What follows belongs to an exercise in optimizing a design on an open flow for small area; a production flow would make more cautious choices. Function was checked by simulation only, so behaviour that the tests miss may differ from the original. Power figures rest on the tool's default switching activity, not on a simulated workload.

[flow/flow/run.sh]
#!/bin/bash
# Standard layout (the standard.sh) with these changes:
#  - after floorplan, logic gates start at their smallest drive (downsize.tcl);
#  - ports are buffered with buf_2 cells;
#  - CTS uses clkbuf_4 in small clusters and no dummy loads.
# make's output goes to flow_make.log; each ORFS step logs under orfs/logs/.
set -euo pipefail
here=$(cd "$(dirname "$0")" && pwd)
export POST_FLOORPLAN_TCL="$here/downsize.tcl"
export BUFFER_PORTS_ARGS="-buffer_cell sky130_fd_sc_hd__buf_2"
export CTS_ARGS="-sink_clustering_enable -repair_clock_nets -buf_list sky130_fd_sc_hd__clkbuf_4 -sink_clustering_size 10 -sink_clustering_max_diameter 50 -dont_use_dummy_load"
bash standard.sh > flow_make.log 2>&1
[flow/flow/downsize.tcl]
# Start every logic gate at its smallest drive strength (the _1 variant);
# placement, CTS and routing repair then upsize or buffer only what timing,
# slew or load need. Flip-flops and clock cells are left as they are.
set n 0
foreach inst [get_cells *] {
  set m [get_property $inst ref_name]
  if {[regexp {^sky130_fd_sc_hd__(\w+)_(\d+)$} $m -> base drv]} {
    if {$drv > 1 && ![regexp {^(df|edf|sdf|dl|clk|conb|tap|fill|decap)} $base]} {
      set target sky130_fd_sc_hd__${base}_1
      if {[llength [get_lib_cells -quiet */$target]]} {
        replace_cell $inst [get_lib_cells */$target]
        incr n
      }
    }
  }
}
puts "downsize.tcl: replaced $n cells by their _1 variant"
[flow/standard.sh]
#!/bin/bash
# synth_recipe.tcl (not shown) runs the flow's synth.tcl, then flattens the netlist and writes it again
# the make line also repeats each setting of config.mk as NAME=value (left out here)
make -C /OpenROAD-flow-scripts/flow DESIGN_CONFIG=/design/flow/config.mk WORK_HOME=/design/flow/orfs CLKGATE_MAP_FILE= SYNTH_SCRIPT=/design/flow/synth_recipe.tcl "${@:-finish}"
[flow/config.mk]
export PLATFORM = sky130hd
export DESIGN_NAME = prog_loader
export DESIGN_NICKNAME = prog_loader
export VERILOG_FILES = /design/flow/design.v
export SDC_FILE = /design/flow/constraint.sdc
export NUM_CORES = 4
export LEC_CHECK = 0
export CAP_MARGIN = 20
export CORE_MARGIN = 2
export CORE_UTILIZATION = 60
export CTS_BUF_LIST = sky130_fd_sc_hd__clkbuf_16
export CTS_CLUSTER_DIAMETER = 100
export CTS_CLUSTER_SIZE = 28
export PLACE_DENSITY = 0.75
export SLEW_MARGIN = 20
export SYNTH_HIERARCHICAL = 1
[flow/constraint.sdc]
create_clock -name core_clock -period 7.5 [get_ports {clk}]
set_input_delay 1.5000 -clock core_clock [delete_from_list [all_inputs] [get_ports {clk}]]
set_output_delay 1.5000 -clock core_clock [all_outputs]
set_load 0.01 [all_outputs]
[flow/design.v]
package prog_loader_pkg;
    typedef enum logic [2:0] {
        IDLE = 3'd0,
        LEN  = 3'd1,
        DATA = 3'd2,
        CSUM = 3'd3,
        DONE = 3'd4,
        ERR  = 3'd5
    } loader_state_t;
    localparam logic [7:0]  SYNC_BYTE = 8'hA5;
    localparam logic [31:0] NOP_INSTR = 32'hE1A00000;
endpackage
module pl_wbit (
    input  logic q,
    input  logic d,
    input  logic we,
    input  logic nwe,
    output logic y
);
    assign y = (q & nwe) | (d & we);
endmodule
module pl_wmux #(
    parameter int unsigned W = 32
) (
    input  logic [W-1:0] q,
    input  logic [W-1:0] d,
    input  logic         we,
    input  logic         nwe,
    output logic [W-1:0] y
);
    for (genvar j = 0; j < W; j++) begin : g_bit
        pl_wbit u_bit (.q(q[j]), .d(d[j]), .we(we), .nwe(nwe), .y(y[j]));
    end
endmodule
module pl_rbit (
    input  logic a,
    input  logic b,
    input  logic na,
    input  logic nb,
    output logic y
);
    assign y = ~((a | na) & (b | nb));
endmodule
module pl_rsel2 #(
    parameter int unsigned W = 32
) (
    input  logic [W-1:0] a,
    input  logic [W-1:0] b,
    input  logic         na,
    input  logic         nb,
    output logic [W-1:0] y
);
    for (genvar j = 0; j < W; j++) begin : g_bit
        pl_rbit u_bit (.a(a[j]), .b(b[j]), .na(na), .nb(nb), .y(y[j]));
    end
endmodule
module pl_nor4 (
    input  logic a, b, c, d,
    output logic y
);
    assign y = ~(a | b | c | d);
endmodule
module pl_nand4 (
    input  logic a, b, c, d,
    output logic y
);
    assign y = ~(a & b & c & d);
endmodule
module pl_obit #(
    parameter bit NOP = 1'b0
) (
    input  logic a,
    input  logic b,
    input  logic oor,
    output logic y
);
    assign y = oor ? NOP : ~(a | b);
endmodule
module pl_whalf (
    input  logic [15:0] q,
    input  logic [15:0] d,
    input  logic        pa,
    input  logic        pb,
    output logic [15:0] y
);
    logic we;
    assign we = pa & pb;
    pl_wmux #(.W(16)) u_mux (.q(q), .d(d), .we(we), .nwe(~we), .y(y));
endmodule
module pl_rhalf (
    input  logic [15:0] a,
    input  logic [15:0] b,
    input  logic        pa0,
    input  logic        pa1,
    input  logic        pb,
    output logic [15:0] y
);
    pl_rsel2 #(.W(16)) u_sel (
        .a  (a),
        .b  (b),
        .na (~(pa0 & pb)),
        .nb (~(pa1 & pb)),
        .y  (y)
    );
endmodule
module instr_ram #(
    parameter int unsigned DEPTH = 64,
    parameter int unsigned AW    = $clog2(DEPTH)
) (
    input  logic          clk,
    input  logic          we,
    input  logic [AW-1:0] waddr,
    input  logic [31:0]   wdata,
    input  logic          oor,      
    input  logic [AW-1:0] raddr,
    output logic [31:0]   rdata
);
    localparam int unsigned LA = AW / 2;         
    localparam int unsigned NA = 1 << LA;        
    localparam int unsigned NB = DEPTH / NA;     
    logic [DEPTH-1:0][31:0]   mem;
    logic [DEPTH-1:0][31:0]   nxt;
    logic [DEPTH/2-1:0][31:0] grp;
    logic [NA-1:0]            wpa, rpa;
    logic [NB-1:0]            wpb, rpb;
    always_comb begin
        for (int k = 0; k < NA; k++) begin
            wpa[k] = we && (waddr[LA-1:0] == LA'(k));
            rpa[k] = (raddr[LA-1:0] == LA'(k));
        end
        for (int k = 0; k < NB; k++) begin
            wpb[k] = (waddr[AW-1:LA] == (AW-LA)'(k));
            rpb[k] = (raddr[AW-1:LA] == (AW-LA)'(k));
        end
    end
    for (genvar i = 0; i < DEPTH; i++) begin : g_word
        for (genvar h = 0; h < 2; h++) begin : g_half
            pl_whalf u_whalf (
                .q  (mem[i][16*h +: 16]),
                .d  (wdata[16*h +: 16]),
                .pa (wpa[i % NA]),
                .pb (wpb[i / NA]),
                .y  (nxt[i][16*h +: 16])
            );
        end
    end
    always_ff @(posedge clk) begin
        for (int i = 0; i < DEPTH; i++) begin
            mem[i] <= nxt[i];
        end
    end
    for (genvar g = 0; g < DEPTH / 2; g++) begin : g_rsel
        for (genvar h = 0; h < 2; h++) begin : g_half
            pl_rhalf u_rhalf (
                .a   (mem[2*g][16*h +: 16]),
                .b   (mem[2*g+1][16*h +: 16]),
                .pa0 (rpa[(2*g) % NA]),
                .pa1 (rpa[(2*g+1) % NA]),
                .pb  (rpb[(2*g) / NA]),
                .y   (grp[g][16*h +: 16])
            );
        end
    end
    logic [7:0][31:0] t1;
    logic [1:0][31:0] t2;
    for (genvar j = 0; j < 32; j++) begin : g_tree
        for (genvar k = 0; k < 8; k++) begin : g_l1
            pl_nor4 u_nor (
                .a (grp[4*k][j]), .b (grp[4*k+1][j]), .c (grp[4*k+2][j]), .d (grp[4*k+3][j]),
                .y (t1[k][j])
            );
        end
        for (genvar k = 0; k < 2; k++) begin : g_l2
            pl_nand4 u_nand (
                .a (t1[4*k][j]), .b (t1[4*k+1][j]), .c (t1[4*k+2][j]), .d (t1[4*k+3][j]),
                .y (t2[k][j])
            );
        end
        pl_obit #(.NOP(prog_loader_pkg::NOP_INSTR[j])) u_out (
            .a (t2[0][j]), .b (t2[1][j]), .oor (oor), .y (rdata[j])
        );
    end
endmodule
import prog_loader_pkg::*;
module prog_loader #(
    parameter int unsigned DEPTH = 64
) (
    input  logic        clk,
    input  logic        reset,
    input  logic [7:0]  rx_data,
    input  logic        rx_valid,
    input  logic [31:0] PC,
    output logic [31:0] Instruction,
    output logic        cpu_reset,
    output logic        loaded,
    output logic        load_error,
    output logic [7:0]  word_count
);
    localparam int unsigned AW = $clog2(DEPTH);
    prog_loader_pkg::loader_state_t state, next_state;
    logic [AW-1:0] n_words;
    logic [1:0]    byte_idx;
    logic [23:0]   pack;
    logic [23:0]   pack_nxt;
    logic [7:0]    csum;
    logic [AW:0]   wcnt;
    logic [AW:0]   wcnt_inc;
    logic          in_len, in_data;
    logic          word_done;
    logic          last_word;
    assign in_len    = rx_valid && (state == LEN);
    assign in_data   = rx_valid && (state == DATA);
    assign wcnt_inc  = wcnt + 1'b1;
    assign word_done = in_data && (byte_idx == 2'd3);
    assign last_word = (wcnt_inc[AW-1:0] == n_words);
    always_ff @(posedge clk or negedge reset) begin
        if (!reset) begin
            state <= IDLE;
        end else begin
            state <= next_state;
        end
    end
    always_comb begin
        next_state = state;
        if (rx_valid) begin
            case (state)
                IDLE: begin
                    if (rx_data == SYNC_BYTE) next_state = LEN;
                end
                LEN: begin
                    next_state = ((rx_data != 8'd0) && ({1'b0, rx_data} <= 9'(DEPTH))) ? DATA : ERR;
                end
                DATA: begin
                    if ((byte_idx == 2'd3) && last_word) begin
                        next_state = CSUM;
                    end
                end
                CSUM: begin
                    next_state = (rx_data == csum) ? DONE : ERR;
                end
                DONE, ERR: begin
                    if (rx_data == SYNC_BYTE) next_state = LEN;
                end
                default: next_state = IDLE;
            endcase
        end
    end
    always_ff @(posedge clk or negedge reset) begin
        if (!reset) begin
            wcnt <= '0;
        end else if (in_len) begin
            wcnt <= '0;
        end else if (word_done) begin
            wcnt <= wcnt_inc;
        end
    end
    always_ff @(posedge clk) begin
        if (in_len) begin
            n_words  <= rx_data[AW-1:0];
            byte_idx <= '0;
            csum     <= '0;
        end else if (in_data) begin
            byte_idx <= byte_idx + 2'd1;
            csum     <= csum + rx_data;
        end
    end
    pl_wmux #(.W(24)) u_pack_mux (
        .q   (pack),
        .d   ({rx_data, pack[23:8]}),
        .we  (rx_valid),
        .nwe (~rx_valid),
        .y   (pack_nxt)
    );
    always_ff @(posedge clk) begin
        pack <= pack_nxt;
    end
    instr_ram #(
        .DEPTH (DEPTH),
        .AW    (AW)
    ) u_ram (
        .clk   (clk),
        .we    (word_done),
        .waddr (wcnt[AW-1:0]),
        .wdata ({rx_data, pack}),
        .oor   (PC[31:AW+2] != '0),
        .raddr (PC[AW+1:2]),
        .rdata (Instruction)
    );
    assign word_count = {{(7-AW){1'b0}}, wcnt};
    assign cpu_reset  = (state != DONE);
    assign loaded     = (state == DONE);
    assign load_error = (state == ERR);
endmodule
==> summary.txt, run 1 <==
Run status
  • Status: no timing/DRC/antenna violations

STA
  • Final period utilization: 90.7%
  • Final min period: 6.81 ns
  • Max-slew violation count: 0
  • Final Hold Viols: 0
  • Worst slew margin: 13.7%
  • Fmax: 0.147 GHz
  • Clock skew after layout: 0.0850 ns
  • Worst setup margin: 0.695 ns
  • Worst-Margin Slew: 1.29 ns
  • Setup TNS: 0 ns
  • RSZ-0062 raised after global routing: no
  • Final setup viols: 0

Placed design
  • Quantity of I/O buffers inserted on ports: 82
  • Post-detail-place hpwl: 147 mm
  • GP Congestion: 0.914
  • Pre-CTS WS: 1.01 ns
  • DP Area: 0.0752 mm²
  • Placed cell count: 7916

Critical path
  • Setup crit end kind: output pin
  • R2R cell count: 7
  • Data arrival time of the critical path: 5.31 ns
  • CP Launch Type: primary input
  • WP data required: 6.00 ns
  • R2r startpoint: state[2]
  • Crit path kind: in -> out
  • Worst R2R End: u_ram.mem[475]
  • CP max FO: 16
  • Worst setup path endpoint: Instruction[15]
  • Slack of the worst reg-to-reg path: 3.28 ns
  • Critical path startpoint: PC[3]

Drt
  • Via count: 62100
  • Drt via density: 7.61
  • Drt pass-1 iters: 6
  • Routed WL: 253 mm
  • Wirelength per Cell: 31.0 µm
  • DRC Markers: 0
  • Post-route ant nets: 0
  • Drt first-iter violations: 9714

Layout
  • Nets: 6577
  • Non-Filler Instances: 8158
  • Area delta synth->final: 4.43%
  • Layout cell share with drive strength beyond 1: 6.93%
  • Multi-input gate area: 0.0298 mm²
  • Reg area: 0.0422 mm²
  • Filler cell count: 9894
  • Fin area: 0.0770 mm²

Flow run
  • Maxcap violations: 0

Floorplanning
  • Initial Util: 60.5%
  • Core footprint: 0.122 mm²
  • # rows: 128
  • Die Wd: 354 µm
  • I/O Pins: 86
  • Total die area: 0.126 mm²
  • Vert. Die Dim: 354 µm

Pwr
  • Total power: 17.3 mW
  • Power per cell area: 225 mW/mm²
  • Leak: 30.5 nW
  • Peak supply drop: 0.256 mV

Global routing
  • Total GRT Usage: 38.2%
  • Grt ovf: 0
  • Initial antenna violation count: 12
  • GR Util met3: 10.6%
  • GRT Max-Usage Layer: met2
  • First-pass GRT wire length: 369 mm
  • Met1 usage: 52.1%
  • Pin count of the biggest net entering global routing: 67
  • Met2 Use GR: 55.5%
  • Vias in the first global route: 57900

CTS
  • Reg clk slew, reported paths: 0.08 ns
  • Post-cts resize count: 0
  • CTS root buffer: clkbuf_4
  • Num CTS Buffers: 230
  • Clock sink count: 2098
  • TritonCTS clock tree: built
  • Htree depth: 4
  • Worst-Skew Late Latency: 1.31 ns
  • Clk buf depth: 3

Synth
  • Most used flip-flop cell after synthesis: dfxtp_1
  • Post-synthesis instance area: 0.0737 mm²
  • Post-synth cell types: 56
  • Syn_area_per_cell: 12.0 µm²
  • Synth warn: 8
  • Top-area cell type share of the netlist area: 56.6%
  • FF+latch count, synth: 2098
  • EDFF count, synth: 6
  • Leading area contributor after synthesis: dfxtp_1
  • Count of mapped cells out of synthesis: 6123
  • Syn Nets: 6176
  • Post-synth ARST share: 0.477%
  • Seq/Total Area, Yosys: 57.1%
  • Area contributors post-synth: dfxtp_1 57%, a22o_1 25%, o22ai_1 8.7%

Min path
  • Worst Hold Class: reg -> reg
-- worst min path at each step --
| stage | from | to | slack, ns | depth (start not counted) |
|---|---|---|---|---|
| 4_1_cts | csum[4] | csum[4] | 0.47 | 2 |
| 2_1_floorplan | csum[5] | csum[5] | 0.43 | 2 |
| 3_5_place_dp | csum[4] | csum[4] | 0.45 | 2 |
| 3_3_place_gp | csum[5] | csum[5] | 0.45 | 2 |
| 6_report | csum[2] | csum[2] | 0.47 | 2 |
| 5_1_grt | csum[2] | csum[2] | 0.50 | 2 |
-- sequential cells by signal (all words and copies together), names as in the netlist --
name	cells
u_ram.mem	2048
pack	24
csum	8
wcnt	7
n_words	6
state	3
byte_idx	2
-- cell families (layout without fill, tap and decap cells) --
family          count (synthesis)  in the layout  synth area share [%]
compound gates               3144           3144                  33.8
flops                        2098           2098                  57.1
simple gates                  839            839                  8.64
buf+inv                        17            416                 0.102
xor+xnor                       14             14                 0.166
fa+ha+maj                      10             10                 0.180
other cells                     1             12               0.00509
-- through the flow --
stage / utilization, % / hold WS (ns)
4_1_cts: 63.1 / 0.467
2_1_floorplan: - / 0.429
3_3_place_gp: 61.7 / 0.446
3_5_place_dp: 61.7 / 0.451
6_report: 63.1 / 0.466
5_1_grt: 63.1 / 0.502
-- modules after synthesis, one instance, submodules excluded, excerpt --
module       area [µm²]  cells inside  copies in the design
prog_loader        2190           211                     1
pl_nand4           6.26             1                    64
pl_nor4            12.5             1                   256
pl_whalf           10.0             2                   128
pl_wbit            8.76             1                  2072
pl_rbit            6.26             1                  1024
pl_rhalf           7.51             2                    64
-- cell usage in the layout (no fill, tap or decap), drive strengths merged, types with 12 or more instances in the layout --
cell       n
and2     129
dfxtp   2082
nor4     268
nand2    275
buf      175
a22o    2072
o21ai     12
o22ai   1025
nor2      12
clkbuf   230
nand4     67
nor3      34
nor3b     16
-- cells in the mapped netlist (all sizes together), types with 2 or more instances --
cell type / count
xnor2: 11
nand3: 6
nor3: 34
inv: 10
nand3b: 2
buf: 7
o21ai: 12
nand4: 67
dfrtp: 10
nor4: 268
a21oi: 8
and4: 2
and2: 129
o31ai: 3
nor2b: 2
and4bb: 4
nor3b: 16
and3b: 9
a211oi: 6
dfxtp: 2082
o22ai: 1025
and3: 6
edfxtp: 6
a22o: 2072
o21bai: 8
nand2: 275
ha: 9
xor2: 3
and4b: 4
a2111o: 2
nor2: 12
-- critical path, stage by stage --
cell	delay, ns
buf_2	0.16
and3b_1	0.59
buf_4	0.45
nand2_1	0.47
o22ai_1	0.23
nor4_1	0.84
nand4_1	0.29
nor3_1	0.51
buf_2	0.24
-- repair_timing --
| action | 4_1_cts | 5_1_grt |
|---|---|---|
| buffers inserted | 0 | 0 |
| endpoints found under the hold margin | 7 | 0 |
| hold buffers | 1 | 0 |
| endpoints found under the setup margin | 0 | 0 |
-- report_power, final --
group,internal [mW],switching [mW],total [mW]
clock,1.40,3.49,4.89
combinational,0.215,0.505,0.719
sequential,11.2,0.489,11.7
-- area by class of cell --
cell class	count	share of cell area, %
Clock buffer	230	2.24
Multi-Input combinational cell	4008	38.7
Timing Repair Buffer	176	1.48
Sequential cell	2098	54.8
Tap cell	1625	2.64
Inverter	10	0.0488
Antenna cell	11	0.0358
-- layer usage --
metal | wire [µm] | vias up
met5 | 137 | -
met2 | 108000 | 4291
met3 | 31300 | 845
li1 | - | 26600
met1 | 99500 | 30300
met4 | 14200 | 18
==> run 2, diff against run 1 <==
==> flow/flow/run.sh (replaced) <==
#!/bin/bash
# Standard layout (the standard.sh) with these changes:
#  - after floorplan, logic gates start at their smallest drive (downsize.tcl);
#  - ports are buffered with buf_1 cells;
#  - after global routing, gates off the critical paths are downsized (RECOVER_POWER);
#  - CTS uses clkbuf_4 in small clusters and no dummy loads.
# make's output goes to flow_make.log; each ORFS step logs under orfs/logs/.
set -euo pipefail
here=$(cd "$(dirname "$0")" && pwd)
export POST_FLOORPLAN_TCL="$here/downsize.tcl"
export BUFFER_PORTS_ARGS="-buffer_cell sky130_fd_sc_hd__buf_1"
export CTS_ARGS="-sink_clustering_enable -repair_clock_nets -buf_list sky130_fd_sc_hd__clkbuf_4 -sink_clustering_size 10 -sink_clustering_max_diameter 50 -dont_use_dummy_load"
export RECOVER_POWER=100
bash standard.sh > flow_make.log 2>&1
--- a/flow/config.mk
+++ b/flow/config.mk
@@ -9,7 +9,4 @@
 export CORE_MARGIN = 2
 export CORE_UTILIZATION = 60
-export CTS_BUF_LIST = sky130_fd_sc_hd__clkbuf_16
-export CTS_CLUSTER_DIAMETER = 100
-export CTS_CLUSTER_SIZE = 28
 export PLACE_DENSITY = 0.75
 export SLEW_MARGIN = 20
==> run 2 against run 1 <==
- highest routed layer unchanged
- synthesized cell count is the same
- fmax down 3.3%
- worst hold slack got worse by 0.30 ns
- design area fell by 0.35%
- sequential share of layout area up 0.15 points
- routed wire length barely moved
- first-iteration DRC count is 3.4% higher
- utilization fell by 0.22 points
- critical endpoint is now Instruction[4]
- sequential power about the same
- the layout now fails its checks (capacitance limit, slew limit)
- die area did not move
- worst setup slack lost 0.23 ns
- via count is 0.27% lower
==> summary.txt, run 2 <==
Run status
  • Status: complete, but fails checks
  • Failing Checks: capacitance limit, slew limit

Drt
  • Drt via density: 7.59 (-0.19%)
  • DRC Markers: 0 (unchanged)
  • Post-route ant nets: 0 (unchanged)
  • Drt first-iter violations: 10000 (+3.4%)
  • Wirelength per Cell: 31.0 µm (about the same)
  • Routed WL: 253 mm (about the same)
  • Drt pass-1 iters: 8 (+2)
  • Via count: 61900 (-0.27%)

CTS
  • Clk buf depth: 3 (unchanged)
  • Reg clk slew, reported paths: 0.11 ns (+0.03 ns)
  • Worst-Skew Late Latency: 1.31 ns (about the same)
  • CTS root buffer: clkbuf_4
  • Post-CTS Hold Fix Bufs: 0 (-1)
  • Post-cts resize count: 0 (unchanged)
  • Post-CTS Setup Inserts: 0 (unchanged)
  • TritonCTS clock tree: built
  • Htree depth: 4 (unchanged)
  • Num CTS Buffers: 229 (-0.43%)
  • Clock sink count: 2098 (unchanged)

Pwr
  • Peak supply drop: 0.206 mV (-19%)
  • P_int: 12.8 mW (-0.15%)
  • Sw power: 4.48 mW (about the same)
  • Sw frac: 26.0% (about the same)
  • Power per cell area: 225 mW/mm² (+0.23%)
  • Register share of total power: 67.6% (about the same)
  • Leak: 30.2 nW (-1.2%)
  • Comb pwr share: 4.1% (about the same)
  • Clock power frac: 28.4% (about the same)

Critical path
  • CP max stage delay: 0.82 ns (-0.02 ns)
  • CP max FO: 16 (unchanged)
  • Critical path cell sequence: clkbuf_1, and3_1, clkbuf_1, buf_4, nand2_1, o22ai_1, nor4_1, nand4_1, nor3_1, buf_1
  • Setup crit end kind: output pin
  • Critical path startpoint: PC[4]
  • Most used cell, CP: clkbuf_1
  • WP data required: 6.00 ns (about the same)
  • CP Launch Type: primary input
  • Slowest cell on the critical path: nor4_1
  • R2R cell count: 7 (unchanged)
  • Slack of the worst reg-to-reg path: 0.91 ns (-2.37 ns)
  • Data arrival time of the critical path: 5.54 ns (+0.23 ns)
  • Crit path kind: in -> out
  • R2r startpoint: state[2]
  • Worst R2R End: u_ram.mem[776]

Synth
  • Syn_area_per_cell: 12.0 µm² (unchanged)
  • XOR/XNOR share of the synthesized area: 0.166% (unchanged)
  • EDFF count, synth: 6 (unchanged)
  • Leading area contributor after synthesis: dfxtp_1
  • Count of mapped cells out of synthesis: 6123 (unchanged)
  • Most common cell in the synthesized netlist: dfxtp_1
  • Synth warn: 8 (unchanged)
  • Most frequent cells after synthesis: 2082 x dfxtp_1, 2072 x a22o_1, 1025 x o22ai_1
  • Post-synthesis compound-gate area fraction: 33.8% (unchanged)
  • FF+latch count, synth: 2098 (unchanged)
  • Syn Nets: 6176 (unchanged)
  • Post-synth cell types: 56 (unchanged)
  • Seq/Total Area, Yosys: 57.1% (unchanged)
  • Post-Synth Adder-Cell Area: 0.180% (unchanged)
  • Largest family of logic cells by synthesized area: compound AO/OA/AOI/OAI gates
  • Top-area cell type share of the netlist area: 56.6% (unchanged)
  • Post-synth ARST share: 0.477% (unchanged)
  • Post-synthesis instance area: 0.0737 mm² (unchanged)
  • Most used flip-flop cell after synthesis: dfxtp_1
  • Post-synthesis mux area share: 0% (unchanged)
  • Area contributors post-synth: dfxtp_1 57%, a22o_1 25%, o22ai_1 8.7%
  • Post-Synth Simple-Gate Area: 8.64% (unchanged)

Layout
  • Commonest non-fill, non-tap cell in the layout: a22o_1
  • Fin area: 0.0767 mm² (-0.35%)
  • Multi-input gate area: 0.0298 mm² (about the same)
  • Largest register FFs: 2048 (unchanged)
  • Nets: 6573 (-0.061%)
  • Top Registers: u_ram.mem: 2048 flops, pack: 24 flops, csum: 8 flops
  • Area delta synth->final: 4.06%
  • Largest Register: u_ram.mem
  • Layout cell share with drive strength beyond 1: 5.05% (-1.9 points)
  • Filler cell count: 9863 (-0.31%)
  • Commonest non-fill, non-tap cells in the layout: 2072 x a22o_1, 2068 x dfxtp_1, 1025 x o22ai_1
  • Reg area: 0.0422 mm² (about the same)

Placed design
  • GP Congestion: 0.905 (-1.0%)
  • DP Area: 0.0751 mm² (-0.12%)
  • Quantity of I/O buffers inserted on ports: 82 (unchanged)
  • Post-detail-place hpwl: 149 mm (+0.76%)

STA
  • Fmax: 0.142 GHz (-3.3%)
  • Worst-Margin Slew: 4.05 ns (+2.76 ns)
  • Max-slew violation count: 1451 (+1451)
  • Final Hold Viols: 0 (unchanged)
  • Final min period: 7.04 ns (+0.233 ns)
  • Worst slew margin: -170% (-180 points)
  • Clock skew after layout: 0.0698 ns (-0.0151 ns)
  • Final setup viols: 0 (unchanged)
  • Hold Slack: 0.170 ns (-0.296 ns)
  • RSZ-0062 raised after global routing: no
  • Final period utilization: 93.8% (+3.1 points)
  • Setup TNS: 0 ns (unchanged)

Global routing
  • Met2 Use GR: 55.5% (about the same)
  • Pin count of the biggest net entering global routing: 67 (unchanged)
  • GR Util met3: 10.5% (-0.087 points)
  • First-pass GRT wire length: 368 mm (-0.32%)
  • Total GRT Usage: 38.1% (-0.12 points)
  • Grt ovf: 0 (unchanged)
  • Initial antenna violation count: 12 (unchanged)
  • Met1 usage: 52.5% (+0.48 points)
  • GRT Max-Usage Layer: met2
  • Vias in the first global route: 57000 (-1.6%)

Floorplanning
  • Initial Util: 60.5% (unchanged)
  • I/O Pins: 86 (unchanged)
  • Vert. Die Dim: 354 µm (unchanged)
  • Total die area: 0.126 mm² (unchanged)
  • Core footprint: 0.122 mm² (unchanged)
  • # rows: 128 (unchanged)
  • Die Wd: 354 µm (unchanged)

Flow run
  • Maxcap violations: 35 (+35)

Min path
  • Worst Hold Class: in -> async
## run 2: cell types whose count changed in the layout (fill, tap and decap cells not counted), sizes merged
cell         previous run  this run
buf                   175       141
clkbuf                230       261
diode                  11         8
dlygate4sd3             1         0
## run 2: power by group through the flow
stage	Sequential, mW	Combinational, mW	Clock, mW
final	11.7	0.702	4.89
after global routing	11.7	0.709	5.34
after CTS	11.6	0.675	4.90
after detailed placement	11.9	0.672	0
after global placement	11.9	0.665	0
after floorplan	11.6	0.392	0
## run 2: cell type report
type | count | area share [%]
clock buffer | 229 | 2.24
antenna | 8 | 0.0261
sequential | 2098 | 55.0
inverter | 10 | 0.0489
tap | 1625 | 2.65
timing repair buffer | 173 | 1.22
multi-input combinational | 4008 | 38.8
## run 2: metrics by stage
stage | power (mW) | utilization (%) | setup slack [ns] | std cells
2_1_floorplan | 12.0 | - | 2.51 | 6123
3_3_place_gp | 12.6 | 61.6 | 0.943 | 7914
3_5_place_dp | 12.6 | 61.6 | 0.912 | 7914
4_1_cts | 17.2 | 63.0 | 0.884 | 8143
5_1_grt | 17.7 | 62.9 | 0.561 | 8151
6_report | 17.3 | 62.9 | 0.462 | 8151
## run 2: logic make-up after synthesis
family | Yosys count
AOI/OAI and AO/OA | 3144
DFF | 2098
and+or+nand+nor | 839
buffers and inverters | 17
xor gates and xnor gates | 14
adders and majority gates | 10
other | 1
## run 2: worst max-delay path by stage
stage	endpoint	slack [ns]	depth (start not counted)
2_1_floorplan	Instruction[21]	2.51	6
3_3_place_gp	Instruction[4]	0.94	10
3_5_place_dp	Instruction[4]	0.91	10
4_1_cts	Instruction[4]	0.88	10
5_1_grt	Instruction[9]	0.56	10
6_report	Instruction[4]	0.46	10
## run 2: worst max-delay path, delay by kind of cell
| family | cells | cell delay (ns) |
|---|---|---|
| AOI/OAI and AO/OA | 1 | 0.26 |
| buffers and inverters | 4 | 1.15 |
| and+or+nand+nor | 5 | 2.61 |
## run 2: metal layers
layer | wire length, µm | vias up
li1 | - | 26500
met1 | 99800 | 30300
met2 | 108000 | 4227
met3 | 31200 | 848
met4 | 13900 | 8
met5 | 61 | -
## run 2: per-module statistics from Yosys (local to each module, per instance), excerpt
module | times used | cells | cell area [µm²]
prog_loader | 1 | 211 | 2190
pl_wbit | 2072 | 1 | 8.76
pl_nand4 | 64 | 1 | 6.26
pl_whalf | 128 | 2 | 10.0
pl_rhalf | 64 | 2 | 7.51
pl_nor4 | 256 | 1 | 12.5
pl_rbit | 1024 | 1 | 6.26
==> run 3, diff against run 2 <==
--- a/flow/design.v
+++ b/flow/design.v
@@ -33,4 +33,25 @@
     end
 endmodule
+module pl_hbit (
+    input  logic q,
+    input  logic dn,
+    input  logic hold_a,
+    input  logic hold_b,
+    output logic y
+);
+    assign y = (q & hold_a) | ~(dn | hold_b);
+endmodule
+module pl_hmux #(
+    parameter int unsigned W = 32
+) (
+    input  logic [W-1:0] q,
+    input  logic [W-1:0] dn,
+    input  logic         hold,
+    output logic [W-1:0] y
+);
+    for (genvar j = 0; j < W; j++) begin : g_bit
+        pl_hbit u_bit (.q(q[j]), .dn(dn[j]), .hold_a(hold), .hold_b(hold), .y(y[j]));
+    end
+endmodule
 module pl_rbit (
     input  logic a,
@@ -79,12 +100,10 @@
 module pl_whalf (
     input  logic [15:0] q,
-    input  logic [15:0] d,
+    input  logic [15:0] dn,
     input  logic        pa,
     input  logic        pb,
     output logic [15:0] y
 );
-    logic we;
-    assign we = pa & pb;
-    pl_wmux #(.W(16)) u_mux (.q(q), .d(d), .we(we), .nwe(~we), .y(y));
+    pl_hmux #(.W(16)) u_mux (.q(q), .dn(dn), .hold(~(pa & pb)), .y(y));
 endmodule
 module pl_rhalf (
@@ -111,5 +130,5 @@
     input  logic          we,
     input  logic [AW-1:0] waddr,
-    input  logic [31:0]   wdata,
+    input  logic [31:0]   wdata_n,  
     input  logic          oor,      
     input  logic [AW-1:0] raddr,
@@ -138,5 +157,5 @@
             pl_whalf u_whalf (
                 .q  (mem[i][16*h +: 16]),
-                .d  (wdata[16*h +: 16]),
+                .dn (wdata_n[16*h +: 16]),
                 .pa (wpa[i % NA]),
                 .pb (wpb[i / NA]),
@@ -201,5 +220,5 @@
     logic [AW-1:0] n_words;
     logic [1:0]    byte_idx;
-    logic [23:0]   pack;
+    logic [23:0]   pack_n;
     logic [23:0]   pack_nxt;
     logic [7:0]    csum;
@@ -265,13 +284,19 @@
         end
     end
-    pl_wmux #(.W(24)) u_pack_mux (
-        .q   (pack),
-        .d   ({rx_data, pack[23:8]}),
+    pl_hmux #(.W(8)) u_pack_in (
+        .q    (pack_n[23:16]),
+        .dn   (rx_data),
+        .hold (~rx_valid),
+        .y    (pack_nxt[23:16])
+    );
+    pl_wmux #(.W(16)) u_pack_shift (
+        .q   (pack_n[15:0]),
+        .d   (pack_n[23:8]),
         .we  (rx_valid),
         .nwe (~rx_valid),
-        .y   (pack_nxt)
+        .y   (pack_nxt[15:0])
     );
     always_ff @(posedge clk) begin
-        pack <= pack_nxt;
+        pack_n <= pack_nxt;
     end
     instr_ram #(
@@ -282,5 +307,5 @@
         .we    (word_done),
         .waddr (wcnt[AW-1:0]),
-        .wdata ({rx_data, pack}),
+        .wdata_n ({~rx_data, pack_n}),
         .oor   (PC[31:AW+2] != '0),
         .raddr (PC[AW+1:2]),
==> flow/flow/run.sh (replaced) <==
#!/bin/bash
# Standard layout (the standard.sh) with these changes:
#  - after floorplan, logic gates start at their smallest drive (downsize.tcl);
#  - ports are buffered with buf_1 cells;
#  - CTS uses clkbuf_4 in small clusters and no dummy loads.
# make's output goes to flow_make.log; each ORFS step logs under orfs/logs/.
set -euo pipefail
here=$(cd "$(dirname "$0")" && pwd)
export POST_FLOORPLAN_TCL="$here/downsize.tcl"
export BUFFER_PORTS_ARGS="-buffer_cell sky130_fd_sc_hd__buf_1"
export CTS_ARGS="-sink_clustering_enable -repair_clock_nets -buf_list sky130_fd_sc_hd__clkbuf_4 -sink_clustering_size 10 -sink_clustering_max_diameter 50 -dont_use_dummy_load"
bash standard.sh > flow_make.log 2>&1
==> run 3 against run 2 <==
- the run now finishes clean
- global-route usage is 9.4 points lower
- register-to-register slack better by 2.1 ns
- count of clock-buffer cells in the layout is 5 higher
- critical path depth is 1 lower
- first-iteration DRC count is 40% lower
- via count is 7.7% lower
- clock skew is 0.056 ns higher
- critical path type unchanged
- largest power group unchanged
==> summary.txt, run 3 <==
CTS
  • Post-CTS Setup Inserts: 0 (unchanged)
  • TritonCTS clock tree: built
  • Reg clk slew, reported paths: 0.10 ns (about the same)
  • Num CTS Buffers: 234 (+2.2%)
  • Htree depth: 4 (unchanged)
  • Clk buf depth: 3 (unchanged)
  • Clock sink count: 2098 (unchanged)
  • Worst-Skew Late Latency: 1.30 ns (about the same)
  • Post-CTS Hold Fix Bufs: 0 (unchanged)
  • Post-cts resize count: 0 (unchanged)
  • CTS root buffer: clkbuf_4

Layout
  • Area delta synth->final: -10.3%
  • Top Registers: u_ram.mem: 2048 flops, pack_n: 24 flops, csum: 8 flops
  • Largest register FFs: 2048 (unchanged)
  • Layout cell share with drive strength beyond 1: 7.31% (+2.3 points)
  • Largest Register: u_ram.mem
  • Commonest non-fill, non-tap cells in the layout: 2058 x dfxtp_1, 2057 x o2bb2ai_1, 1026 x o22ai_1
  • Fin area: 0.0770 mm² (+0.35%)
  • Nets: 6495 (-1.2%)
  • Filler cell count: 12200 (+24%)
  • Commonest non-fill, non-tap cell in the layout: dfxtp_1

STA
  • Final min period: 6.85 ns (-0.187 ns)
  • Worst-Margin Slew: 1.27 ns (-2.79 ns)
  • Clock skew after layout: 0.126 ns (+0.0564 ns)
  • Worst slew margin: 15.7% (+190 points)
  • Final Hold Viols: 0 (unchanged)
  • RSZ-0062 raised after global routing: no
  • Final period utilization: 91.3% (-2.5 points)
  • Max-slew violation count: 0 (-100%)
  • Final setup viols: 0 (unchanged)
  • Setup TNS: 0 ns (unchanged)
  • Fmax: 0.146 GHz (+2.7%)

Global routing
  • Pin count of the biggest net entering global routing: 67 (unchanged)
  • Grt ovf: 0 (unchanged)
  • Total GRT Usage: 28.7% (-9.4 points)
  • First-pass GRT wire length: 330 mm (-10%)
  • Initial antenna violation count: 5 (-7)
  • Vias in the first global route: 53800 (-5.5%)

Run status
  • Status: no timing/DRC/antenna violations

Floorplanning
  • Core footprint: 0.142 mm² (+16%)
  • Die Wd: 382 µm (+7.8%)
  • Initial Util: 60.5% (about the same)
  • I/O Pins: 86 (unchanged)
  • # rows: 138 (+7.8%)
  • Vert. Die Dim: 382 µm (+7.8%)
  • Total die area: 0.146 mm² (+16%)

Drt
  • Drt first-iter violations: 6036 (-40%)
  • Via count: 57100 (-7.7%)
  • Post-route ant nets: 0 (unchanged)
  • Routed WL: 218 mm (-14%)
  • Drt pass-1 iters: 6 (-2)
  • DRC Markers: 0 (unchanged)
  • Drt via density: 6.85 (-9.8%)
  • Wirelength per Cell: 26.1 µm (-16%)

Synth
  • Synth warn: 8 (unchanged)
  • Post-synth ARST share: 0.477% (unchanged)
  • Top-area cell type share of the netlist area: 48.6% (-8.0 points)
  • Most used flip-flop cell after synthesis: dfxtp_1
  • Count of mapped cells out of synthesis: 6006 (-1.9%)
  • Post-synth cell types: 56 (unchanged)
  • Area contributors post-synth: dfxtp_1 49%, o2bb2ai_2 36%, o22ai_1 7.5%
  • Most common cell in the synthesized netlist: dfxtp_1
  • Most frequent cells after synthesis: 2082 x dfxtp_1, 2056 x o2bb2ai_2, 1026 x o22ai_1
  • Leading area contributor after synthesis: dfxtp_1
  • Post-synthesis instance area: 0.0858 mm² (+16%)
  • Seq/Total Area, Yosys: 49.1% (-8.0 points)
  • EDFF count, synth: 6 (unchanged)
  • FF+latch count, synth: 2098 (unchanged)
  • Syn Nets: 6059 (-1.9%)
  • Syn_area_per_cell: 14.3 µm² (+19%)

Critical path
  • Data arrival time of the critical path: 5.35 ns (-0.19 ns)
  • Crit path kind: in -> out
  • WP data required: 6.00 ns (about the same)
  • CP Launch Type: primary input
  • CP max FO: 16 (unchanged)
  • Setup crit end kind: output pin
  • Slack of the worst reg-to-reg path: 3.05 ns (+2.14 ns)

Pwr
  • Peak supply drop: 0.153 mV (-26%)
  • Power per cell area: 223 mW/mm² (-0.98%)
  • Leak: 27.1 nW (-10%)

Placed design
  • Post-detail-place hpwl: 129 mm (-13%)
  • Quantity of I/O buffers inserted on ports: 82 (unchanged)
  • GP Congestion: 0.865 (-4.4%)
  • DP Area: 0.0747 mm² (-0.48%)

Min path
  • Worst Hold Class: in -> async

Flow run
  • Maxcap violations: 0 (-100%)
run 3: logic make-up (layout without fill, tap and decap cells):
| family | count (synthesis) | count (layout) | share of synthesized area [%] |
|---|---|---|---|
| flip-flops | 2098 | 2098 | 49.1 |
| other | 1 | 11 | 0.00437 |
| buffers and inverters | 26 | 460 | 0.128 |
| adder cells (fa/ha/maj) | 10 | 10 | 0.155 |
| AO/OA/AOI/OAI | 3143 | 3143 | 44.0 |
| AND/OR/NAND/NOR | 714 | 714 | 6.47 |
| XOR/XNOR | 14 | 14 | 0.143 |
run 3: power breakdown:
group / leakage (nW) / internal (mW) / switching (mW)
logic: 9.11 / 0.235 / 0.556
clock network: 1.08 / 1.42 / 3.44
registers: 17.0 / 11.2 / 0.310
run 3: final timing paths:
check | from | end | cells past startpoint
max | PC[4] | Instruction[12] | 9
min | reset | state[2] | 1
max reg2reg | state[2] | u_ram.mem[1066] | 6
min reg2reg | u_ram.mem[1854] | u_ram.mem[1854] | 1
max in group asynchronous | reset | wcnt[4] | 1
min in group core_clock | u_ram.mem[1854] | u_ram.mem[1854] | 1
run 3: area by class of cell:
cell class	count	area, µm²	share of cell area, %
Tap cell	1890	2360	3.07
Sequential cell	2098	42200	54.8
Antenna cell	10	25.0	0.0325
Inverter	17	63.8	0.0829
Timing Repair Buffer	209	1410	1.84
Clock buffer	234	1760	2.28
Multi-Input combinational cell	3882	29200	37.9
run 3: per-layer routing:
layer	GRT usage, %	vias up	routed length, µm
met5	0	-	38
met4	12.6	6	9180
met3	5.15	489	18600
met2	43.1	2595	95400
met1	40.4	27700	94400
li1	-	26400	-
run 3: per-module statistics from Yosys (local to each module, per instance), a selection:
module,times used,flip-flops and latches
prog_loader,1,50
pl_hbit,2056,0
pl_nor4,256,0
pl_wbit,16,0
pl_rhalf,64,0
pl_nand4,64,0
pl_rbit,1024,0
pl_whalf,128,0
run 3: worst max-delay path, cell delays in order:
cell and delay, ns:
buf_1 0.19, and3_1 0.61, buf_4 0.42, nand2_1 0.48, o22ai_1 0.21, nor4_1 0.78
nand4_1 0.37, nor3_1 0.55, buf_1 0.21
run 3: through the flow:
step                utilization (%)  hold WS, ns  setup WS (ns)  std cells  total power, mW
floorplan                         -        0.429           2.51       6006             12.2
global placement               52.7        0.441          0.880       8078             12.5
global route                   54.3        0.138          0.680       8336             17.7
finish                         54.3        0.181          0.649       8340             17.2
detailed placement             52.7        0.445          0.822       8079             12.5
CTS                            54.0       0.0803          0.810       8313             17.2
==> run 4, diff against run 3 <==
--- a/flow/config.mk
+++ b/flow/config.mk
@@ -8,6 +8,6 @@
 export CAP_MARGIN = 20
 export CORE_MARGIN = 2
-export CORE_UTILIZATION = 60
-export PLACE_DENSITY = 0.75
+export CORE_UTILIZATION = 66
+export PLACE_DENSITY = 0.8
 export SLEW_MARGIN = 20
 export SYNTH_HIERARCHICAL = 1
==> run 4 against run 3 <==
- critical path type unchanged
- die area decreased by 9.0%
- fmax decreased by 2.0%
- non-clock buffer count decreased by 13
- still clean
- worst hold slack improved by 0.016 ns
- sequential share of layout area increased by 0.26 points
- sequential power about the same
- design area decreased by 0.47%
- sequential cell count unchanged
- first-iteration DRC count increased by 15%
- largest cell class unchanged
- clock power about the same
==> summary.txt, run 4 <==
Floorplanning
  • # rows: 132 (-4.3%)
  • Die Wd: 364 µm (-4.6%)
  • I/O Pins: 86 (unchanged)
  • Total die area: 0.133 mm² (-9.0%)
  • Core footprint: 0.129 mm² (-8.8%)
  • Vert. Die Dim: 364 µm (-4.6%)
  • Initial Util: 66.3% (+5.8 points)

Critical path
  • Slack of the worst reg-to-reg path: 3.05 ns (about the same)
  • Crit path max-delay family: simple AND/OR/NAND/NOR gates
  • Slowest cell on the critical path: nor4_1
  • Data arrival time of the critical path: 5.49 ns (+0.14 ns)
  • Setup crit end kind: output pin
  • CP Launch Type: primary input
  • Crit path kind: in -> out
  • WP data required: 6.00 ns (about the same)
  • Sum of buffers and inverters on the critical path: 4 (+1)
  • CP max stage delay: 0.62 ns (-0.16 ns)
  • CP max FO: 16 (unchanged)
  • Critical path cell sequence: buf_1, and3b_1, buf_4, nand2_1, o22ai_1, nor4_1, nand4_1, nor3_1, buf_4, buf_1

Layout
  • Layout cell share with drive strength beyond 1: 6.83% (-0.48 points)
  • Commonest non-fill, non-tap cells in the layout: 2058 x dfxtp_1, 2057 x o2bb2ai_1, 1026 x o22ai_1
  • Nets: 6479 (-0.25%)
  • Largest register FFs: 2048 (unchanged)
  • Area delta synth->final: -10.7%
  • Commonest non-fill, non-tap cell in the layout: dfxtp_1
  • Filler cell count: 10600 (-13%)
  • Largest Register: u_ram.mem
  • Top Registers: u_ram.mem: 2048 flops, pack_n: 24 flops, csum: 8 flops

Synth
  • Most used flip-flop cell after synthesis: dfxtp_1
  • Count of mapped cells out of synthesis: 6006 (unchanged)
  • Post-Synth Simple-Gate Area: 6.47% (unchanged)
  • XOR/XNOR share of the synthesized area: 0.143% (unchanged)
  • Post-synthesis instance area: 0.0858 mm² (unchanged)
  • Leading area contributor after synthesis: dfxtp_1
  • Synth warn: 8 (unchanged)
  • Post-synthesis mux area share: 0% (unchanged)
  • Post-Synth Adder-Cell Area: 0.155% (unchanged)
  • Area contributors post-synth: dfxtp_1 49%, o2bb2ai_2 36%, o22ai_1 7.5%
  • Syn Nets: 6059 (unchanged)
  • FF+latch count, synth: 2098 (unchanged)
  • Syn_area_per_cell: 14.3 µm² (unchanged)
  • EDFF count, synth: 6 (unchanged)
  • Top-area cell type share of the netlist area: 48.6% (unchanged)
  • Post-synth ARST share: 0.477% (unchanged)
  • Post-synthesis compound-gate area fraction: 44.0% (unchanged)
  • Post-synth cell types: 56 (unchanged)
  • Seq/Total Area, Yosys: 49.1% (unchanged)
  • Most frequent cells after synthesis: 2082 x dfxtp_1, 2056 x o2bb2ai_2, 1026 x o22ai_1
  • Largest family of logic cells by synthesized area: compound AO/OA/AOI/OAI gates
  • Most common cell in the synthesized netlist: dfxtp_1

STA
  • Final Hold Viols: 0 (unchanged)
  • Fmax: 0.143 GHz (-2.0%)
  • Worst slew margin: 18.1% (+2.4 points)
  • Final period utilization: 93.2% (+1.9 points)
  • Max-slew violation count: 0 (unchanged)
  • Final setup viols: 0 (unchanged)
  • Setup TNS: 0 ns (unchanged)
  • Clock skew after layout: 0.117 ns (-0.00947 ns)
  • Worst-Margin Slew: 1.23 ns (-0.0359 ns)
  • RSZ-0062 raised after global routing: no
  • Final min period: 6.99 ns (+0.142 ns)

Drt
  • Routed WL: 217 mm (-0.21%)
  • Via count: 57300 (+0.36%)
  • Drt pass-1 iters: 7 (+1)
  • Wirelength per Cell: 26.6 µm (+1.8%)
  • Drt via density: 7.01 (+2.4%)
  • DRC Markers: 0 (unchanged)
  • Post-route ant nets: 0 (unchanged)
  • Drt first-iter violations: 6954 (+15%)

Global routing
  • Grt ovf: 0 (unchanged)
  • Total GRT Usage: 31.7% (+3.0 points)
  • Initial antenna violation count: 5 (unchanged)
  • First-pass GRT wire length: 329 mm (-0.40%)
  • Vias in the first global route: 54100 (+0.56%)
  • Pin count of the biggest net entering global routing: 67 (unchanged)

CTS
  • Post-cts resize count: 0 (unchanged)
  • Htree depth: 4 (unchanged)
  • Post-CTS Hold Fix Bufs: 0 (unchanged)
  • Clk buf depth: 3 (unchanged)
  • Clock sink count: 2098 (unchanged)
  • Post-CTS Setup Inserts: 0 (unchanged)
  • Reg clk slew, reported paths: 0.11 ns (about the same)
  • Num CTS Buffers: 231 (-1.3%)
  • Worst-Skew Late Latency: 1.25 ns (-0.05 ns)
  • CTS root buffer: clkbuf_4
  • TritonCTS clock tree: built

Placed design
  • Post-detail-place hpwl: 129 mm (-0.26%)
  • GP Congestion: 0.867 (+0.20%)
  • Quantity of I/O buffers inserted on ports: 82 (unchanged)

Pwr
  • Total power: 17.1 mW (about the same)
  • Power per cell area: 224 mW/mm² (+0.41%)
  • Peak supply drop: 0.141 mV (-7.7%)
  • Leak: 27.1 nW (-0.36%)

Min path
  • Worst Hold Class: in -> async

Flow run
  • Maxcap violations: 0 (unchanged)

Run status
  • Status: no timing/DRC/antenna violations
## run 4: cells by family (layout without fill, tap and decap cells)
| family | Yosys count | after routing |
|---|---|---|
| xor+xnor | 14 | 14 |
| compound gates | 3143 | 3143 |
| buf+inv | 26 | 444 |
| simple gates | 714 | 714 |
| fa+ha+maj | 10 | 10 |
| flops | 2098 | 2098 |
| other cells | 1 | 12 |
## run 4: layout make-up
type                       instances  area, µm²  share of cell area, %
sequential                      2098      42200                   55.1
multi-input combinational       3882      29100                   38.0
tap                             1742       2180                   2.85
clock buffer                     231       1730                   2.26
timing repair buffer             196       1290                   1.68
inverter                          17       63.8                 0.0833
antenna                           11       27.5                 0.0359
## run 4: per-module statistics from Yosys (local to each module, per instance), a selection
module       cell area, µm²  cells inside  flip-flops and latches
pl_whalf               3.75             1                       0
pl_nand4               6.26             1                       0
pl_hbit                15.0             1                       0
pl_nor4                12.5             1                       0
prog_loader            2210           222                      50
pl_rbit                6.26             1                       0
pl_rhalf               7.51             2                       0
pl_wbit                8.76             1                       0
## run 4: routing by layer
layer | up-vias | part of all wire [%] | GRT usage, %
li1 | 26400 | - | -
met1 | 27600 | 42 | 43.0
met2 | 2853 | 43 | 47.3
met3 | 576 | 9.8 | 7.62
met4 | 6 | 5.0 | 15.7
met5 | - | 0.029 | 0
## run 4: worst paths after layout
path,endpoint,start,cells past startpoint
setup / recovery,Instruction[22],PC[3],10
hold / removal,state[2],reset,1
hold reg to reg,u_ram.mem[1976],u_ram.mem[1976],1
min in group core_clock,u_ram.mem[1976],u_ram.mem[1976],1
setup reg to reg,u_ram.mem[568],state[2],6
max in group asynchronous,wcnt[0],reset,1
## run 4: where the power goes
group / internal, mW / switching [mW]
logic: 0.230 / 0.549
clock network: 1.40 / 3.45
registers: 11.2 / 0.324
total: 12.8 / 4.32
## run 4: worst reg2reg max path: cells and delay by family (launching register included)
family,cells,cell delay [ns]
AO/OA/AOI/OAI,1,0.38
buffers and inverters,1,0.36
AND/OR/NAND/NOR,4,2.99
flip-flops,1,0.49
## run 4: through the flow
step	hold slack, ns	worst slack (ns)	util (%)	instance area (µm²)	cells
final	0.196	0.507	59.2	76600	8177
after floorplan	0.429	2.51	-	85800	6006
after CTS	0.142	0.763	59.0	76200	8154
after global routing	0.174	0.599	59.2	76600	8174
after detailed placement	0.447	0.778	57.6	74500	7923
after global placement	0.443	0.638	57.6	74500	7923
==> run 5, diff against run 4 <==
--- a/flow/config.mk
+++ b/flow/config.mk
@@ -8,6 +8,6 @@
 export CAP_MARGIN = 20
 export CORE_MARGIN = 2
-export CORE_UTILIZATION = 66
-export PLACE_DENSITY = 0.8
+export CORE_UTILIZATION = 78
+export PLACE_DENSITY = 0.86
 export SLEW_MARGIN = 20
 export SYNTH_HIERARCHICAL = 1
==> run 5 against run 4 <==
- still clean
- sequential share of layout area increased by 0.34 points
- utilization up 11 points
- first-iteration DRC count shrank 4.1%
- non-clock buffer count decreased by 3
- via count grew 0.92%
- global-route usage up 5.2 points
- clock skew down 0.034 ns
- design area is 0.62% lower
- die area is 15% lower
- clock power is 1% lower
- critical endpoint is now Instruction[9]
- largest cell class unchanged
- largest power group unchanged
==> summary.txt, run 5 <==
Run status
  • Status: no timing/DRC/antenna violations

CTS
  • Clk buf depth: 3 (unchanged)
  • Clock sink count: 2098 (unchanged)
  • Reg clk slew, reported paths: 0.10 ns (about the same)
  • Post-CTS Hold Fix Bufs: 0 (unchanged)
  • TritonCTS clock tree: built
  • Num CTS Buffers: 230 (-0.43%)
  • Worst-Skew Late Latency: 1.23 ns (-0.02 ns)
  • Post-CTS Setup Inserts: 0 (unchanged)
  • Post-cts resize count: 0 (unchanged)
  • CTS root buffer: clkbuf_4
  • Htree depth: 4 (unchanged)

Synth
  • FF+latch count, synth: 2098 (unchanged)
  • Most used flip-flop cell after synthesis: dfxtp_1
  • Most common cell in the synthesized netlist: dfxtp_1
  • Syn Nets: 6059 (unchanged)
  • Synth warn: 8 (unchanged)
  • Post-synth ARST share: 0.477% (unchanged)
  • Top-area cell type share of the netlist area: 48.6% (unchanged)
  • Post-synthesis instance area: 0.0858 mm² (unchanged)
  • Seq/Total Area, Yosys: 49.1% (unchanged)
  • Count of mapped cells out of synthesis: 6006 (unchanged)
  • Area contributors post-synth: dfxtp_1 49%, o2bb2ai_2 36%, o22ai_1 7.5%
  • Post-synth cell types: 56 (unchanged)
  • Leading area contributor after synthesis: dfxtp_1
  • EDFF count, synth: 6 (unchanged)
  • Most frequent cells after synthesis: 2082 x dfxtp_1, 2056 x o2bb2ai_2, 1026 x o22ai_1
  • Syn_area_per_cell: 14.3 µm² (unchanged)

Pwr
  • Register share of total power: 67.3% (+0.2 points)
  • Peak supply drop: 0.149 mV (+5.1%)
  • P_int: 12.8 mW (about the same)
  • Sw power: 4.27 mW (-1.3%)
  • Comb pwr share: 4.6% (about the same)
  • Power per cell area: 224 mW/mm² (+0.26%)
  • Sw frac: 25.0% (-0.23 points)
  • Clock power frac: 28.1% (-0.2 points)
  • Leak: 27.0 nW (about the same)

STA
  • Fmax: 0.145 GHz (+1.4%)
  • Clock skew after layout: 0.0830 ns (-0.0338 ns)
  • RSZ-0062 raised after global routing: no
  • Final Hold Viols: 0 (unchanged)
  • Final min period: 6.89 ns (-0.0988 ns)
  • Setup TNS: 0 ns (unchanged)
  • Final setup viols: 0 (unchanged)
  • Worst-Margin Slew: 1.22 ns (-0.0101 ns)
  • Final period utilization: 91.9% (-1.3 points)
  • Worst slew margin: 18.0% (-0.077 points)
  • Max-slew violation count: 0 (unchanged)

Layout
  • Fin area: 0.0761 mm² (-0.62%)
  • Largest Register: u_ram.mem
  • Top Registers: u_ram.mem: 2048 flops, pack_n: 24 flops, csum: 8 flops
  • Commonest non-fill, non-tap cell in the layout: dfxtp_1
  • Largest register FFs: 2048 (unchanged)
  • Layout cell share with drive strength beyond 1: 6.70% (-0.14 points)
  • Commonest non-fill, non-tap cells in the layout: 2058 x dfxtp_1, 2057 x o2bb2ai_1, 1026 x o22ai_1
  • Area delta synth->final: -11.3%
  • Nets: 6475 (-0.062%)

Drt
  • Routed WL: 214 mm (-1.5%)
  • Via count: 57900 (+0.92%)
  • Drt first-iter violations: 6667 (-4.1%)
  • DRC Markers: 0 (unchanged)
  • Post-route ant nets: 0 (unchanged)
  • Drt via density: 7.38 (+5.2%)
  • Wirelength per Cell: 27.3 µm (+2.7%)
  • Drt pass-1 iters: 6 (-1)

Global routing
  • Vias in the first global route: 54700 (+1.1%)
  • Total GRT Usage: 36.9% (+5.2 points)
  • First-pass GRT wire length: 325 mm (-1.2%)
  • Initial antenna violation count: 5 (unchanged)
  • Pin count of the biggest net entering global routing: 67 (unchanged)
  • Grt ovf: 0 (unchanged)

Critical path
  • Worst setup path endpoint: Instruction[9]
  • Critical path startpoint: PC[3]
  • Slack of the worst reg-to-reg path: 3.12 ns (+0.07 ns)
  • WP data required: 6.00 ns (about the same)
  • R2R cell count: 6 (unchanged)
  • CP max FO: 16 (unchanged)
  • Data arrival time of the critical path: 5.39 ns (-0.10 ns)
  • Crit path kind: in -> out
  • CP Launch Type: primary input
  • R2r startpoint: state[1]
  • Worst R2R End: u_ram.mem[588]
  • Setup crit end kind: output pin

Placed design
  • GP Congestion: 0.911 (+5.1%)
  • Quantity of I/O buffers inserted on ports: 82 (unchanged)
  • Post-detail-place hpwl: 127 mm (-1.3%)
  • DP Area: 0.0740 mm² (-0.60%)

Min path
  • Worst Hold Class: in -> async

Floorplanning
  • Die Wd: 336 µm (-7.9%)
  • Vert. Die Dim: 336 µm (-7.9%)
  • Total die area: 0.113 mm² (-15%)
  • I/O Pins: 86 (unchanged)
  • Initial Util: 78.7% (+12 points)
  • # rows: 121 (-8.3%)
  • Core footprint: 0.109 mm² (-16%)

Flow run
  • Maxcap violations: 0 (unchanged)
[run 5: cell count changes in the layout (fill, tap and decap cells not counted), moves of 2 or more]
cell      previous run  this run
buf_4              102        98
and4bb_2             3         1
and4b_1              0         2
buf_16               3         1
and4bb_1             1         3
buf_8                8        10
and4b_2              3         1
diode_2             11         9
[run 5: metrics by stage]
stage | cells | hold WS, ns | total power, mW | setup WS, ns | utilization (%)
6_report | 7843 | 0.248 | 17.1 | 0.606 | 69.8
3_5_place_dp | 7591 | 0.447 | 12.5 | 0.926 | 67.9
5_1_grt | 7839 | 0.220 | 17.6 | 0.529 | 69.8
3_3_place_gp | 7591 | 0.443 | 12.5 | 0.798 | 67.9
2_1_floorplan | 6006 | 0.429 | 12.2 | 2.51 | -
4_1_cts | 7821 | 0.178 | 17.1 | 0.924 | 69.5
[run 5: worst min-delay path by stage]
stage	from	end	slack, ns	cells after the start
2_1_floorplan	csum[5]	csum[5]	0.43	2
5_1_grt	reset	wcnt[6]	0.22	1
4_1_cts	reset	wcnt[6]	0.18	1
3_3_place_gp	u_ram.mem[1316]	u_ram.mem[1316]	0.44	1
6_report	reset	wcnt[6]	0.25	1
3_5_place_dp	u_ram.mem[1787]	u_ram.mem[1787]	0.45	1
[run 5: Yosys stat by module, one instance, submodules excluded, excerpt]
module	area [µm²]	flops+latches	cells inside	copies in the design
pl_hbit	15.0	0	1	2056
pl_nand4	6.26	0	1	64
pl_nor4	12.5	0	1	256
pl_rbit	6.26	0	1	1024
pl_rhalf	7.51	0	2	64
pl_wbit	8.76	0	1	16
pl_whalf	3.75	0	1	128
prog_loader	2210	50	222	1
[run 5: cell type report]
cell class              instances  area (µm²)
diodes                          9        22.5
clock buffers                 230        1730
fillers                      7948       32900
inverters                      17        63.8
multi-input cells            3882       29100
flip-flops and latches       2098       42200
well taps                    1414        1770
repair buffers                193        1240
[run 5: critical path, stage by stage]
cell and delay, ns:
buf_1 0.31, and3b_1 0.61, nand2_1 0.78, o22ai_1 0.18, nor4_1 0.69, nand4_1 0.48
nor3_1 0.62, buf_1 0.21
[run 5: per-layer routing]
| metal | part of all wire [%] | wire (µm) | global-route usage [%] |
|---|---|---|---|
| met1 | 41 | 86700 | 49.3 |
| met2 | 43 | 92900 | 54.6 |
| met3 | 10 | 22100 | 8.86 |
| met4 | 5.7 | 12100 | 21.1 |
| met5 | 0.013 | 27 | 0 |
[run 5: cells by family (layout without fill, tap and decap cells)]
kind of cell             after synthesis  after routing  synth area share [%]
AO/OA/AOI/OAI                       3143           3143                  44.0
adder cells (fa/ha/maj)               10             10                 0.155
buffers and inverters                 26            440                 0.128
XOR/XNOR                              14             14                 0.143
flip-flops                          2098           2098                  49.1
AND/OR/NAND/NOR                      714            714                  6.47
other                                  1             10               0.00437
[run 5: power groups by stage]
stage          Clock (mW)  Sequential, mW  Combinational, mW
2_1_floorplan           0            11.8              0.460
3_3_place_gp            0            11.7              0.735
3_5_place_dp            0            11.7              0.754
4_1_cts              4.82            11.5              0.756
5_1_grt              5.27            11.5              0.813
6_report             4.80            11.5              0.789
==> run 6, diff against run 5 <==
--- a/flow/design.v
+++ b/flow/design.v
@@ -3,8 +3,8 @@
         IDLE = 3'd0,
         LEN  = 3'd1,
-        DATA = 3'd2,
-        CSUM = 3'd3,
-        DONE = 3'd4,
-        ERR  = 3'd5
+        DATA = 3'd3,
+        CSUM = 3'd2,
+        DONE = 3'd6,
+        ERR  = 3'd4
     } loader_state_t;
     localparam logic [7:0]  SYNC_BYTE = 8'hA5;
==> run 6 against run 5 <==
- still clean
- routed wire length down 0.89%
- sequential share of layout area about the same
- utilization up 0.12 points
- die area about the same
- via count down 0.83%
- area after synthesis about the same
- total power up 0.98%
- first-iteration DRC count up 0.88%
- clock power about the same
- worst setup slack worse by 0.043 ns
- register-to-register slack better by 0.30 ns
- sequential cell count unchanged
- largest cell class unchanged
- highest routed layer unchanged
==> summary.txt, run 6 <==
Run status
  • Status: no timing/DRC/antenna violations

Critical path
  • CP Launch Type: primary input
  • Crit path kind: in -> out
  • R2r startpoint: state[2]
  • Sum of buffers and inverters on the critical path: 3 (+1)
  • R2R cell count: 6 (unchanged)
  • Worst R2R End: u_ram.mem[1437]
  • Slowest cell on the critical path: nor4_1
  • CP max FO: 16 (unchanged)
  • WP data required: 6.00 ns (about the same)
  • Data arrival time of the critical path: 5.44 ns (+0.05 ns)
  • CP max stage delay: 0.69 ns (-0.09 ns)
  • Most used cell, CP: buf_1
  • Crit path max-delay family: simple AND/OR/NAND/NOR gates
  • Critical path startpoint: PC[3]
  • Critical path cell sequence: buf_1, and3b_1, buf_4, nand2_1, o22ai_1, nor4_1, nand4_1, nor3_1, buf_1
  • Setup crit end kind: output pin
  • Slack of the worst reg-to-reg path: 3.42 ns (+0.30 ns)

Pwr
  • Power per cell area: 226 mW/mm² (+0.94%)
  • Peak supply drop: 0.140 mV (-5.6%)
  • Leak: 27.1 nW (+0.12%)

Synth
  • Count of mapped cells out of synthesis: 5993 (-0.22%)
  • Most used flip-flop cell after synthesis: dfxtp_1
  • Post-synth ARST share: 0.477% (unchanged)
  • Syn_area_per_cell: 14.3 µm² (+0.13%)
  • FF+latch count, synth: 2098 (unchanged)
  • Seq/Total Area, Yosys: 49.1% (about the same)
  • Syn Nets: 6046 (-0.21%)
  • Area contributors post-synth: dfxtp_1 49%, o2bb2ai_2 36%, o22ai_1 7.5%
  • EDFF count, synth: 6 (unchanged)
  • Most frequent cells after synthesis: 2082 x dfxtp_1, 2056 x o2bb2ai_2, 1024 x o22ai_1
  • Leading area contributor after synthesis: dfxtp_1
  • Most common cell in the synthesized netlist: dfxtp_1
  • Post-synthesis instance area: 0.0857 mm² (about the same)
  • Synth warn: 8 (unchanged)
  • Top-area cell type share of the netlist area: 48.6% (about the same)
  • Post-synth cell types: 57 (+1.8%)

CTS
  • TritonCTS clock tree: built
  • Post-CTS Setup Inserts: 0 (unchanged)
  • Post-CTS Hold Fix Bufs: 0 (unchanged)
  • Clock sink count: 2098 (unchanged)
  • Num CTS Buffers: 229 (-0.43%)
  • Clk buf depth: 3 (unchanged)
  • Reg clk slew, reported paths: 0.11 ns (about the same)
  • Htree depth: 4 (unchanged)
  • CTS root buffer: clkbuf_4
  • Worst-Skew Late Latency: 1.24 ns (about the same)
  • Post-cts resize count: 0 (unchanged)

STA
  • Final min period: 6.94 ns (+0.0435 ns)
  • Final setup viols: 0 (unchanged)
  • Worst setup margin: 0.562 ns (-0.0435 ns)
  • Clock skew after layout: 0.121 ns (+0.0385 ns)
  • Worst slew margin: 20.8% (+2.8 points)
  • Max-slew violation count: 0 (unchanged)
  • Worst-Margin Slew: 1.19 ns (-0.0312 ns)
  • Fmax: 0.144 GHz (-0.63%)
  • Final period utilization: 92.5% (+0.58 points)
  • RSZ-0062 raised after global routing: no
  • Final Hold Viols: 0 (unchanged)
  • Setup TNS: 0 ns (unchanged)

Layout
  • Top Registers: u_ram.mem: 2048 flops, pack_n: 24 flops, csum: 8 flops
  • Largest register FFs: 2048 (unchanged)
  • Area delta synth->final: -11.1%
  • Nets: 6478 (+0.046%)
  • Commonest non-fill, non-tap cells in the layout: 2058 x dfxtp_1, 2056 x o2bb2ai_1, 1024 x o22ai_1
  • Largest Register: u_ram.mem
  • Commonest non-fill, non-tap cell in the layout: dfxtp_1
  • Layout cell share with drive strength beyond 1: 6.82% (+0.12 points)
  • Filler cell count: 7846 (-1.3%)

Drt
  • Via count: 57400 (-0.83%)
  • Wirelength per Cell: 27.0 µm (-0.97%)
  • DRC Markers: 0 (unchanged)
  • Drt pass-1 iters: 7 (+1)
  • Drt via density: 7.31 (-0.92%)
  • Routed WL: 212 mm (-0.89%)
  • Post-route ant nets: 0 (unchanged)
  • Drt first-iter violations: 6726 (+0.88%)

Global routing
  • Initial antenna violation count: 9 (+4)
  • Grt ovf: 0 (unchanged)
  • Vias in the first global route: 54300 (-0.74%)
  • Total GRT Usage: 36.5% (-0.39 points)
  • Pin count of the biggest net entering global routing: 67 (unchanged)
  • First-pass GRT wire length: 322 mm (-1.0%)

Placed design
  • GP Congestion: 0.928 (+1.9%)
  • Post-detail-place hpwl: 127 mm (about the same)
  • Quantity of I/O buffers inserted on ports: 82 (unchanged)
  • Pre-CTS WS: 0.858 ns (-0.0686 ns)

Flow run
  • Maxcap violations: 0 (unchanged)

Min path
  • Worst Hold Class: in -> async

Floorplanning
  • # rows: 121 (unchanged)
  • I/O Pins: 86 (unchanged)
  • Die Wd: 335 µm (about the same)
  • Total die area: 0.113 mm² (about the same)
  • Vert. Die Dim: 335 µm (about the same)
  • Core footprint: 0.109 mm² (-0.14%)
  • Initial Util: 78.7% (about the same)
==> run 6: changes by cell type in the layout (fill, tap and decap cells not counted), sizes merged, moves of 3 or more <==
cell	change
o41ai	+3
o21a	+3
nor3b	-5
a211oi	-5
o21ai	+4
xor2	+3
nor4	-3
diode	+4
buf	+12
nor2	-4
==> run 6: worst max path at each step <==
stage                      endpoint  depth (start not counted)
finish              Instruction[13]                          9
detailed placement  Instruction[18]                          8
CTS                 Instruction[18]                          8
floorplan           Instruction[21]                          6
global placement    Instruction[18]                          8
global route        Instruction[14]                          9
==> run 6: kinds of logic after synthesis <==
logic type                 after synthesis  share of synthesized area (%)
xor gates and xnor gates                16                          0.164
buffers and inverters                   19                         0.0891
DFF                                   2098                           49.1
and+or+nand+nor                        700                           6.36
adders and majority gates               10                          0.155
muxes                                    1                         0.0117
other                                    1                        0.00438
AOI/OAI and AO/OA                     3148                           44.1
==> run 6: power by group <==
| part | internal, mW | total (mW) | switching (mW) |
|---|---|---|---|
| Sequential | 11.2 | 11.5 | 0.228 |
| Clock | 1.39 | 4.81 | 3.41 |
| Combinational | 0.277 | 0.975 | 0.697 |
==> run 6: stage by stage <==
stage	std cells	utilization, %	hold slack [ns]	total power, mW	instance area (µm²)
detailed placement	7595	68.1	0.438	12.6	74100
CTS	7824	69.6	0.148	17.2	75800
finish	7850	70.0	0.197	17.2	76100
global placement	7595	68.1	0.432	12.6	74100
floorplan	5993	-	0.420	12.4	85700
global route	7846	69.9	0.182	17.8	76100
==> run 6: final cells by class <==
type | count | area [µm²] | share of cell area, %
Timing Repair Buffer | 205 | 1340 | 1.76
Inverter | 15 | 56.3 | 0.0739
Clock buffer | 229 | 1720 | 2.26
Tap cell | 1414 | 1770 | 2.32
Sequential cell | 2098 | 42200 | 55.4
Antenna cell | 13 | 32.5 | 0.0427
Multi-Input combinational cell | 3876 | 29100 | 38.2
==> run 6: worst reg2reg max path, cell delays in order, from the launching register on <==
cell       delay (ns)
dfrtp_1          0.49
and3b_1          0.39
nand3_1          0.25
inv_1            0.34
and4bb_2         1.07
nand2_1          1.00
o2bb2ai_1        0.38
==> run 6: routing by layer <==
layer	vias up	global-route usage (%)	part of all wire, %
li1	26300	-	-
met5	-	0	0.026
met4	8	20.0	5.4
met3	640	8.31	10
met2	3056	54.3	44
met1	27400	49.2	41
==> run 6: Yosys stat by module, one instance, submodules excluded, a selection <==
module | flops+latches | cell area (µm²) | cells inside | times used
pl_whalf | 0 | 3.75 | 1 | 128
pl_rbit | 0 | 6.26 | 1 | 1024
pl_nor4 | 0 | 12.5 | 1 | 256
prog_loader | 50 | 2130 | 209 | 1
pl_nand4 | 0 | 6.26 | 1 | 64
pl_hbit | 0 | 15.0 | 1 | 2056
pl_wbit | 0 | 8.76 | 1 | 16
pl_rhalf | 0 | 7.51 | 2 | 64

## what the ideal ports hide
In the flow no input, the clock included, has a driving cell. The finished layouts below were timed again as built, in two steps. Step 1 sets driving cells, clkbuf_16 on the clock port and buf_2 on the other inputs (assumed; they add their load-dependent delay and slew). Step 2 times the ports against the registers' clock, not the clock port: input delays grow and output delays shrink by t, the midpoint of the rising clock arrivals with the driver on. Three values: ideal, step 1, step 2; two values: the first two.
run	shift t [ns]	setup slack, ns	max-slew violations
run 1	1.339	0.695 / 0.608 / 0.608	0 / 0
run 2	1.353	0.462 / 0.400 / -0.105	1451 / 1452
run 3	1.310	0.649 / 0.583 / 0.583	0 / 0
run 4	1.270	0.507 / 0.420 / 0.420	0 / 0
run 5	1.249	0.606 / 0.509 / 0.509	0 / 0
run 6	1.258	0.562 / 0.478 / 0.478	0 / 0
